This design comes from an exercise in tuning for small area and few clock cycles per item on the open sky130 flow, not from production work. Function was checked by simulation only, so behaviour that the tests miss may differ from the original. No activity file was given, so power comes from the tool's default toggle rates.

==> inputs of job 9059 <==
==> flow/design.v <==
package bpq_pkg;
  localparam int DEPTH_DEF      = 16;
  localparam int DATA_WIDTH_DEF = 32;
  localparam int PRIO_WIDTH_DEF = 8;
  localparam int CAP_WIDTH   = 5;
  localparam int OCC_WIDTH   = 5;
  localparam int STAT_WIDTH  = 2;
  localparam int APB_AW      = 3;
  localparam int APB_DW      = 32;
  localparam logic [CAP_WIDTH-1:0] CAP_RESET = 5'd16;
  localparam logic [STAT_WIDTH-1:0] STATUS_OK        = 2'd0;
  localparam logic [STAT_WIDTH-1:0] STATUS_OVERFLOW  = 2'd1;
  localparam logic [STAT_WIDTH-1:0] STATUS_UNDERFLOW = 2'd2;
  localparam logic MODE_ENQ = 1'b0;
  localparam logic MODE_DEQ = 1'b1;
  localparam logic REG_CAPACITY = 1'b0;
  typedef struct packed {
    logic ins;
    logic del;
  } bpq_op_t;
endpackage
module bpq_regs (
  input  logic                          clk,
  input  logic                          rst,
  input  logic                          psel,
  input  logic                          penable,
  input  logic                          pwrite,
  input  logic [bpq_pkg::APB_AW-1:0]    paddr,
  input  logic [bpq_pkg::APB_DW-1:0]    pwdata,
  output logic [bpq_pkg::APB_DW-1:0]    prdata,
  output logic                          pready,
  output logic [bpq_pkg::CAP_WIDTH-1:0] capacity
);
  logic reg_sel;
  logic wr_beat;
  assign reg_sel = paddr[2];
  assign pready  = 1'b1;
  assign wr_beat = psel && penable && pwrite && pready;
  always_ff @(posedge clk) begin
    if (rst) begin
      capacity <= bpq_pkg::CAP_RESET;
    end else if (wr_beat && (reg_sel == bpq_pkg::REG_CAPACITY)) begin
      capacity <= pwdata[bpq_pkg::CAP_WIDTH-1:0];
    end
  end
  always_comb begin
    prdata = '0;
    if (reg_sel == bpq_pkg::REG_CAPACITY) begin
      prdata = {{(bpq_pkg::APB_DW-bpq_pkg::CAP_WIDTH){1'b0}}, capacity};
    end
  end
endmodule
module bpq_sel (
  input  logic stay,
  input  logic prev_stay,
  output logic keep,
  output logic take_prev,
  output logic take_new
);
  assign keep      = prev_stay && stay;
  assign take_prev = !prev_stay;
  assign take_new  = prev_stay && !stay;
endmodule
module bpq_cell #(
  parameter int DW = 16,
  parameter int PW = 4
) (
  input  logic          clk,
  input  logic          keep,
  input  logic          take_prev,
  input  logic          take_new,
  input  logic [DW-1:0] new_data,
  input  logic [DW-1:0] prev_data,
  output logic [DW-1:0] data,
  input  logic [PW-1:0] new_prio,
  input  logic [PW-1:0] prev_prio,
  output logic [PW-1:0] prio
);
  always_ff @(posedge clk) begin
    data <= ~(({DW{keep}}      & data)
            | ({DW{take_prev}} & prev_data)
            | ({DW{take_new}}  & new_data));
    prio <= ({PW{keep}}      & prio)
          | ({PW{take_prev}} & prev_prio)
          | ({PW{take_new}}  & new_prio);
  end
endmodule
module bpq_cell0 #(
  parameter int DW = 16,
  parameter int PW = 4
) (
  input  logic          clk,
  input  logic          keep,
  input  logic          take_new,
  input  logic [DW-1:0] new_data,
  output logic [DW-1:0] data,
  input  logic [PW-1:0] new_prio,
  output logic [PW-1:0] prio
);
  always_ff @(posedge clk) begin
    data <= ~(({DW{keep}}     & data)
            | ({DW{take_new}} & new_data));
    prio <= ({PW{keep}}     & prio)
          | ({PW{take_new}} & new_prio);
  end
endmodule
module bounded_priority_queue #(
  parameter int DEPTH      = bpq_pkg::DEPTH_DEF,
  parameter int DATA_WIDTH = bpq_pkg::DATA_WIDTH_DEF,
  parameter int PRIO_WIDTH = bpq_pkg::PRIO_WIDTH_DEF
) (
  input  logic                           clk,
  input  logic                           rst,
  input  logic                           start,
  output logic                           busy,
  input  logic                           mode,
  input  logic signed [DATA_WIDTH-1:0]   data_in,
  input  logic [PRIO_WIDTH-1:0]          priority_in,
  output logic                           done,
  output logic [bpq_pkg::STAT_WIDTH-1:0] status,
  output logic signed [DATA_WIDTH-1:0]   data_out,
  output logic [PRIO_WIDTH-1:0]          priority_out,
  output logic [bpq_pkg::OCC_WIDTH-1:0]  occupancy,
  input  logic                           psel,
  input  logic                           penable,
  input  logic                           pwrite,
  input  logic [bpq_pkg::APB_AW-1:0]     paddr,
  input  logic [bpq_pkg::APB_DW-1:0]     pwdata,
  output logic [bpq_pkg::APB_DW-1:0]     prdata,
  output logic                           pready
);
  localparam int CNT_WIDTH = $clog2(DEPTH + 1);
  logic [bpq_pkg::CAP_WIDTH-1:0] capacity;
  logic [CNT_WIDTH-1:0]  count;
  logic                  full;
  logic                  empty;
  logic                  do_ins;
  logic                  do_del;
  logic                  res_flip;
  logic                  phase;      
  logic [DATA_WIDTH-1:0] new_data;
  logic [DATA_WIDTH-1:0] rd_data;
  logic [DEPTH-1:0]      valid;
  logic [DEPTH-1:0]      stay;
  logic [DEPTH-1:0]      rd_hot;
  logic [DATA_WIDTH-1:0] slot_data [DEPTH];
  logic [PRIO_WIDTH-1:0] slot_prio [DEPTH];
  assign busy = 1'b0;
  bpq_regs u_regs (
    .clk      (clk),
    .rst      (rst),
    .psel     (psel),
    .penable  (penable),
    .pwrite   (pwrite),
    .paddr    (paddr),
    .pwdata   (pwdata),
    .prdata   (prdata),
    .pready   (pready),
    .capacity (capacity)
  );
  assign full   = (count >= CNT_WIDTH'(DEPTH)) || ({1'b0, count} >= {1'b0, capacity});
  assign empty  = (count == '0);
  assign do_ins = start && (mode == bpq_pkg::MODE_ENQ) && !full;
  assign do_del = start && (mode == bpq_pkg::MODE_DEQ) && !empty;
  function automatic logic prio_lt(input logic [PRIO_WIDTH-1:0] a, input logic [PRIO_WIDTH-1:0] b);
    logic lt;
    lt = 1'b0;
    for (int k = 0; k < PRIO_WIDTH; k++) begin
      lt = (~a[k] & b[k]) | ((~a[k] | b[k]) & lt);
    end
    prio_lt = lt;
  endfunction
  always_comb begin
    for (int i = 0; i < DEPTH; i++) begin
      valid[i] = (count > CNT_WIDTH'(i));
      stay[i]  = !do_ins || (valid[i] && prio_lt(slot_prio[i], priority_in));
    end
  end
  genvar g;
  generate
    for (g = 0; g < DEPTH; g++) begin : g_slot
      for (genvar h = 0; h < 2; h++) begin : g_part
        localparam int DL = h * (DATA_WIDTH / 2);
        localparam int DW = (h == 0) ? DATA_WIDTH / 2 : DATA_WIDTH - DATA_WIDTH / 2;
        localparam int PL = h * (PRIO_WIDTH / 2);
        localparam int PW = (h == 0) ? PRIO_WIDTH / 2 : PRIO_WIDTH - PRIO_WIDTH / 2;
        logic keep;
        logic take_prev;
        logic take_new;
        bpq_sel u_sel (
          .stay      (stay[g]),
          .prev_stay ((g == 0) ? 1'b1 : stay[(g+DEPTH-1)%DEPTH]),
          .keep      (keep),
          .take_prev (take_prev),
          .take_new  (take_new)
        );
        if (g == 0) begin : g_bottom
          bpq_cell0 #(
            .DW (DW),
            .PW (PW)
          ) u_cell (
            .clk       (clk),
            .keep      (keep),
            .take_new  (take_new),
            .new_data  (new_data[DL +: DW]),
            .data      (slot_data[g][DL +: DW]),
            .new_prio  (priority_in[PL +: PW]),
            .prio      (slot_prio[g][PL +: PW])
          );
        end else begin : g_body
          bpq_cell #(
            .DW (DW),
            .PW (PW)
          ) u_cell (
            .clk       (clk),
            .keep      (keep),
            .take_prev (take_prev),
            .take_new  (take_new),
            .new_data  (new_data[DL +: DW]),
            .prev_data (slot_data[g-1][DL +: DW]),
            .data      (slot_data[g][DL +: DW]),
            .new_prio  (priority_in[PL +: PW]),
            .prev_prio (slot_prio[g-1][PL +: PW]),
            .prio      (slot_prio[g][PL +: PW])
          );
        end
      end
    end
  endgenerate
  assign new_data = data_in ^ {DATA_WIDTH{phase}};
  always_ff @(posedge clk) begin
    if (rst) begin
      phase <= 1'b0;
    end else begin
      phase <= !phase;
    end
  end
  always_ff @(posedge clk) begin
    if (rst) begin
      count <= '0;
      done  <= 1'b0;
    end else begin
      done <= start;
      if (do_ins) begin
        count <= count + 1'b1;
      end else if (do_del) begin
        count <= count - 1'b1;
      end
    end
  end
  always_ff @(posedge clk) begin
    if (start && mode == bpq_pkg::MODE_ENQ && full) begin
      status <= bpq_pkg::STATUS_OVERFLOW;
    end else if (start && mode == bpq_pkg::MODE_DEQ && empty) begin
      status <= bpq_pkg::STATUS_UNDERFLOW;
    end else begin
      status <= bpq_pkg::STATUS_OK;
    end
  end
  always_ff @(posedge clk) begin
    for (int i = 0; i < DEPTH; i++) begin
      rd_hot[i] <= do_del && (count == CNT_WIDTH'(i + 1));
    end
    res_flip <= do_del && !phase;
  end
  assign occupancy = bpq_pkg::OCC_WIDTH'(count);
  always_comb begin
    rd_data      = '0;
    priority_out = '0;
    for (int i = 0; i < DEPTH; i++) begin
      rd_data      = rd_data      | ({DATA_WIDTH{rd_hot[i]}} & slot_data[i]);
      priority_out = priority_out | ({PRIO_WIDTH{rd_hot[i]}} & slot_prio[i]);
    end
    data_out = rd_data ^ {DATA_WIDTH{res_flip}};
  end
endmodule
==> flow/flow/run.sh <==
#!/bin/bash
# Own layout flow: the standard ORFS flow (standard.sh) with changes that
# only affect how much buffering the layout gets:
#  - clock tree synthesis without dummy loads, with clkbuf_8 buffers driving
#    clusters of up to 16 registers,
#  - port buffers of the smallest buffer cell,
#  - one tie cell per constant value instead of one per constant output.
# make's output goes to standard_flow.log in the work folder; ORFS's own
# per-step logs stay under orfs/logs.
set -euo pipefail
cat >> config.mk <<'EOC'
export CTS_ARGS = -sink_clustering_enable -repair_clock_nets -dont_use_dummy_load -buf_list sky130_fd_sc_hd__clkbuf_8 -sink_clustering_size 16 -sink_clustering_max_diameter 60
export BUFFER_PORTS_ARGS = -buffer_cell sky130_fd_sc_hd__buf_1
export SKIP_REPAIR_TIE_FANOUT = 1
EOC
bash standard.sh > standard_flow.log 2>&1
==> flow/standard.sh <==
#!/bin/bash
# synth_recipe.tcl (not shown) runs the flow's synth.tcl, then flattens the netlist and writes it again
# the make line also repeats each setting of config.mk as NAME=value (left out here)
make -C /OpenROAD-flow-scripts/flow DESIGN_CONFIG=/design/flow/config.mk WORK_HOME=/design/flow/orfs CLKGATE_MAP_FILE= SYNTH_SCRIPT=/design/flow/synth_recipe.tcl "${@:-finish}"
==> flow/config.mk <==
export PLATFORM = sky130hd
export DESIGN_NAME = bounded_priority_queue
export DESIGN_NICKNAME = bounded_priority_queue
export VERILOG_FILES = /design/flow/design.v
export SDC_FILE = /design/flow/constraint.sdc
export NUM_CORES = 4
export LEC_CHECK = 0
export CAP_MARGIN = 10
export CELL_PAD_IN_SITES_DETAIL_PLACEMENT = 1
export CORE_MARGIN = 2
export CORE_UTILIZATION = 30
export PLACE_DENSITY = 0.45
export SLEW_MARGIN = 10
export SYNTH_HIERARCHICAL = 1
export CTS_ARGS = -sink_clustering_enable -repair_clock_nets -dont_use_dummy_load -buf_list sky130_fd_sc_hd__clkbuf_8 -sink_clustering_size 16 -sink_clustering_max_diameter 60
export BUFFER_PORTS_ARGS = -buffer_cell sky130_fd_sc_hd__buf_1
export SKIP_REPAIR_TIE_FANOUT = 1
==> flow/constraint.sdc <==
create_clock -name core_clock -period 4.0 [get_ports {clk}]
set_input_delay 0.8000 -clock core_clock [delete_from_list [all_inputs] [get_ports {clk}]]
set_output_delay 0.8000 -clock core_clock [all_outputs]
set_load 0.01 [all_outputs]
==> job 748 (differences from job 9059) <==
==> flow/design.v, changed modules only <==
module bpq_cell #(
  parameter int DATA_WIDTH = bpq_pkg::DATA_WIDTH_DEF,
  parameter int PRIO_WIDTH = bpq_pkg::PRIO_WIDTH_DEF
) (
  input  logic                  clk,
  input  logic                  keep,
  input  logic                  take_prev,
  input  logic                  take_new,
  input  logic [DATA_WIDTH-1:0] new_data,
  input  logic [PRIO_WIDTH-1:0] new_prio,
  input  logic [DATA_WIDTH-1:0] prev_data,
  input  logic [PRIO_WIDTH-1:0] prev_prio,
  output logic [DATA_WIDTH-1:0] data,
  output logic [PRIO_WIDTH-1:0] prio
);
  always_ff @(posedge clk) begin
    data <= ~(({DATA_WIDTH{keep}}      & data)
            | ({DATA_WIDTH{take_prev}} & prev_data)
            | ({DATA_WIDTH{take_new}}  & new_data));
    prio <= ({PRIO_WIDTH{keep}}      & prio)
          | ({PRIO_WIDTH{take_prev}} & prev_prio)
          | ({PRIO_WIDTH{take_new}}  & new_prio);
  end
endmodule
module bounded_priority_queue #(
  parameter int DEPTH      = bpq_pkg::DEPTH_DEF,
  parameter int DATA_WIDTH = bpq_pkg::DATA_WIDTH_DEF,
  parameter int PRIO_WIDTH = bpq_pkg::PRIO_WIDTH_DEF
) (
  input  logic                           clk,
  input  logic                           rst,
  input  logic                           start,
  output logic                           busy,
  input  logic                           mode,
  input  logic signed [DATA_WIDTH-1:0]   data_in,
  input  logic [PRIO_WIDTH-1:0]          priority_in,
  output logic                           done,
  output logic [bpq_pkg::STAT_WIDTH-1:0] status,
  output logic signed [DATA_WIDTH-1:0]   data_out,
  output logic [PRIO_WIDTH-1:0]          priority_out,
  output logic [bpq_pkg::OCC_WIDTH-1:0]  occupancy,
  input  logic                           psel,
  input  logic                           penable,
  input  logic                           pwrite,
  input  logic [bpq_pkg::APB_AW-1:0]     paddr,
  input  logic [bpq_pkg::APB_DW-1:0]     pwdata,
  output logic [bpq_pkg::APB_DW-1:0]     prdata,
  output logic                           pready
);
  localparam int CNT_WIDTH = $clog2(DEPTH + 1);
  logic [bpq_pkg::CAP_WIDTH-1:0] capacity;
  logic [CNT_WIDTH-1:0]  count;
  logic                  full;
  logic                  empty;
  logic                  do_ins;
  logic                  do_del;
  logic                  res_del;
  logic                  phase;      
  logic [DATA_WIDTH-1:0] new_data;
  logic [DATA_WIDTH-1:0] rd_data;
  logic [DEPTH-1:0]      valid;
  logic [DEPTH-1:0]      stay;
  logic [DEPTH-1:0]      keep;
  logic [DEPTH-1:0]      take_prev;
  logic [DEPTH-1:0]      take_new;
  logic [DEPTH-1:0]      rd_hot;
  logic [DATA_WIDTH-1:0] slot_data [DEPTH];
  logic [PRIO_WIDTH-1:0] slot_prio [DEPTH];
  assign busy = 1'b0;
  bpq_regs u_regs (
    .clk      (clk),
    .rst      (rst),
    .psel     (psel),
    .penable  (penable),
    .pwrite   (pwrite),
    .paddr    (paddr),
    .pwdata   (pwdata),
    .prdata   (prdata),
    .pready   (pready),
    .capacity (capacity)
  );
  assign full   = (count >= CNT_WIDTH'(DEPTH)) || ({1'b0, count} >= {1'b0, capacity});
  assign empty  = (count == '0);
  assign do_ins = start && (mode == bpq_pkg::MODE_ENQ) && !full;
  assign do_del = start && (mode == bpq_pkg::MODE_DEQ) && !empty;
  function automatic logic prio_lt(input logic [PRIO_WIDTH-1:0] a, input logic [PRIO_WIDTH-1:0] b);
    logic lt;
    lt = 1'b0;
    for (int k = 0; k < PRIO_WIDTH; k++) begin
      lt = (~a[k] & b[k]) | ((~a[k] | b[k]) & lt);
    end
    prio_lt = lt;
  endfunction
  always_comb begin
    for (int i = 0; i < DEPTH; i++) begin
      valid[i] = (count > CNT_WIDTH'(i));
      stay[i]  = !do_ins || (valid[i] && prio_lt(slot_prio[i], priority_in));
    end
    for (int i = 0; i < DEPTH; i++) begin
      if (i == 0) begin
        take_prev[i] = 1'b0;
        take_new[i]  = !stay[i];
        keep[i]      = stay[i];
      end else begin
        take_prev[i] = !stay[i-1];
        take_new[i]  = stay[i-1] && !stay[i];
        keep[i]      = stay[i-1] && stay[i];
      end
    end
  end
  genvar g;
  generate
    for (g = 0; g < DEPTH; g++) begin : g_slot
      logic [DATA_WIDTH-1:0] p_data;
      logic [PRIO_WIDTH-1:0] p_prio;
      if (g == 0) begin : g_bottom
        assign p_data = '0;
        assign p_prio = '0;
      end else begin : g_body
        assign p_data = slot_data[g-1];
        assign p_prio = slot_prio[g-1];
      end
      bpq_cell #(
        .DATA_WIDTH (DATA_WIDTH),
        .PRIO_WIDTH (PRIO_WIDTH)
      ) u_cell (
        .clk       (clk),
        .keep      (keep[g]),
        .take_prev (take_prev[g]),
        .take_new  (take_new[g]),
        .new_data  (new_data),
        .new_prio  (priority_in),
        .prev_data (p_data),
        .prev_prio (p_prio),
        .data      (slot_data[g]),
        .prio      (slot_prio[g])
      );
    end
  endgenerate
  assign new_data = data_in ^ {DATA_WIDTH{phase}};
  always_ff @(posedge clk) begin
    if (rst) begin
      phase <= 1'b0;
    end else begin
      phase <= !phase;
    end
  end
  always_ff @(posedge clk) begin
    if (rst) begin
      count <= '0;
      done  <= 1'b0;
    end else begin
      done <= start;
      if (do_ins) begin
        count <= count + 1'b1;
      end else if (do_del) begin
        count <= count - 1'b1;
      end
    end
  end
  always_ff @(posedge clk) begin
    if (start && mode == bpq_pkg::MODE_ENQ && full) begin
      status <= bpq_pkg::STATUS_OVERFLOW;
    end else if (start && mode == bpq_pkg::MODE_DEQ && empty) begin
      status <= bpq_pkg::STATUS_UNDERFLOW;
    end else begin
      status <= bpq_pkg::STATUS_OK;
    end
    res_del <= do_del;
  end
  assign occupancy = bpq_pkg::OCC_WIDTH'(count);
  always_comb begin
    rd_data      = '0;
    priority_out = '0;
    for (int i = 0; i < DEPTH; i++) begin
      rd_hot[i]    = res_del && (count == CNT_WIDTH'(i));
      rd_data      = rd_data      | ({DATA_WIDTH{rd_hot[i]}} & slot_data[i]);
      priority_out = priority_out | ({PRIO_WIDTH{rd_hot[i]}} & slot_prio[i]);
    end
    data_out = rd_data ^ {DATA_WIDTH{res_del && phase}};
  end
endmodule
// module bpq_sel removed
// module bpq_cell0 removed
==> flow/flow/run.sh (replaced) <==
#!/bin/bash
# Own layout flow: the standard ORFS flow (standard.sh) with changes that
# only affect how much buffering the layout gets:
#  - clock tree synthesis without dummy loads, with clkbuf_8 buffers driving
#    clusters of up to 16 registers,
#  - port buffers of the smallest buffer cell.
# make's output goes to standard_flow.log in the work folder; ORFS's own
# per-step logs stay under orfs/logs.
set -euo pipefail
cat >> config.mk <<'EOC'
export CTS_ARGS = -sink_clustering_enable -repair_clock_nets -dont_use_dummy_load -buf_list sky130_fd_sc_hd__clkbuf_8 -sink_clustering_size 16 -sink_clustering_max_diameter 60
export BUFFER_PORTS_ARGS = -buffer_cell sky130_fd_sc_hd__buf_1
EOC
bash standard.sh > standard_flow.log 2>&1
SKIP_REPAIR_TIE_FANOUT = unset   (was 1)
==> job 8460 (differences from job 9059) <==
==> flow/flow/run.sh (replaced) <==
#!/bin/bash
# Own layout flow: the standard ORFS flow (standard.sh) with changes that
# only affect how much buffering the layout gets:
#  - clock tree synthesis without dummy loads, with clkbuf_8 buffers driving
#    clusters of up to 16 registers,
#  - port buffers of the smallest buffer cell,
#  - one tie cell per constant value instead of one per constant output,
#  - the repair steps may not use the three largest plain buffers (buf_8,
#    buf_12, buf_16), so high-fanout nets get trees of smaller buffers.
# make's output goes to standard_flow.log in the work folder; ORFS's own
# per-step logs stay under orfs/logs.
set -euo pipefail
cat >> config.mk <<'EOC'
export CTS_ARGS = -sink_clustering_enable -repair_clock_nets -dont_use_dummy_load -buf_list sky130_fd_sc_hd__clkbuf_8 -sink_clustering_size 16 -sink_clustering_max_diameter 60
export BUFFER_PORTS_ARGS = -buffer_cell sky130_fd_sc_hd__buf_1
export SKIP_REPAIR_TIE_FANOUT = 1
export DONT_USE_CELLS = sky130_fd_sc_hd__buf_8 sky130_fd_sc_hd__buf_12 sky130_fd_sc_hd__buf_16
EOC
bash standard.sh > standard_flow.log 2>&1
DONT_USE_CELLS = sky130_fd_sc_hd__buf_8 sky130_fd_sc_hd__buf_12 sky130_fd_sc_hd__buf_16   (was unset)
==> results.txt <==
- The number of global-route vias before repair is 29338.
- The most common cell after layout, fill and taps aside is dfxtp_1.
- The internal power summed over all cells is 20.02 mW.
- The tightest hold path in the finished design has a slack of 344.4 ps.
- The cell count after synthesis came out at 2706.
- The combinational power is 19.6 mW.
- The average wire length per cell after detail routing is 37.12 µm.
- The number of flip-flops in the largest register is 480.
- The flow ran to the end and the layout has no timing, DRC or antenna violations.
- The reported net switching power is 17.77 mW.
- The top cell class by occupied area is sequential cells.
(the above is from job 9059)
==> results.txt <==
- The number of global-route vias before repair came to 29396.
- The reported net switching power is 15.56 mW.
- The number of top-level design ports is 164.
- The tool flagged a number of max-cap violations equal to 0.
- The flow ran to the end and the layout has no timing, DRC or antenna violations.
- The gate count after technology mapping is 2755.
- The most common cell after layout, fill and taps aside is a222oi_1.
- The internal power summed over all cells is 17.99 mW.
- The number of flip-flops in the largest register is 512.
- The final hold slack is 342.9 ps.
- The post-layout instance count excluding filler cells is 4141.
- The combinational power is 16.5 mW.
- Counting cells, the worst reg-to-reg path comes to 9.
- Dividing the final minimum period by the clock period gives 0.9793.
(the above is from job 748)
==> results.txt <==
- Summed over all nets, the switching power comes to 16.82 mW.
- The number of flip-flops in the largest register is 480.
- The top cell class by occupied area is sequential cells.
- Cell internal power was estimated by the tool at 18.59 mW.
- The average wire length per cell after detail routing is 34.28 µm.
- The final hold slack is 345.7 ps.
- The run finished with no timing, DRC or antenna violations.
(the above is from job 8460)
Testbench counts of job 9059, summed over its fixed seeds: cycles 12,008, commands 12,000.
Testbench counts of job 748, summed over its fixed seeds: cycles 12,008, commands 12,000.
Testbench counts of job 8460, summed over its fixed seeds: cycles 12,008, commands 12,000.

afterwards: timing with drivers on the ports:
How much do the figures lean on ideal ports? The routed layouts below were timed once more, with nothing changed but the port constraints. Step 1, drivers: a clkbuf_16 drives clk and a buf_2 each remaining input, both assumed. Step 2 times the ports against the registers' clock, not the clock port: input delays grow and output delays shrink by t, the midpoint of the rising clock arrivals with the driver on. Three values: ideal, step 1, step 2; two values: the first two.
run	t, ns	setup slack, ns	worst data-port slew with drivers (ns)	cell pins on the clock port's net
job 9059	0.766	0.103 / 0.034 / -0.418	0.11	1
job 748	0.786	0.083 / 0.014 / -0.290	0.05	1
job 8460	0.773	0.097 / 0.030 / -0.306	0.08	1
Met with ideal ports but missed after step 2: setup timing in every run listed. The setup slack of job 9059, which loses most, moves by -0.069 ns with the drivers and by -0.521 ns with both steps.
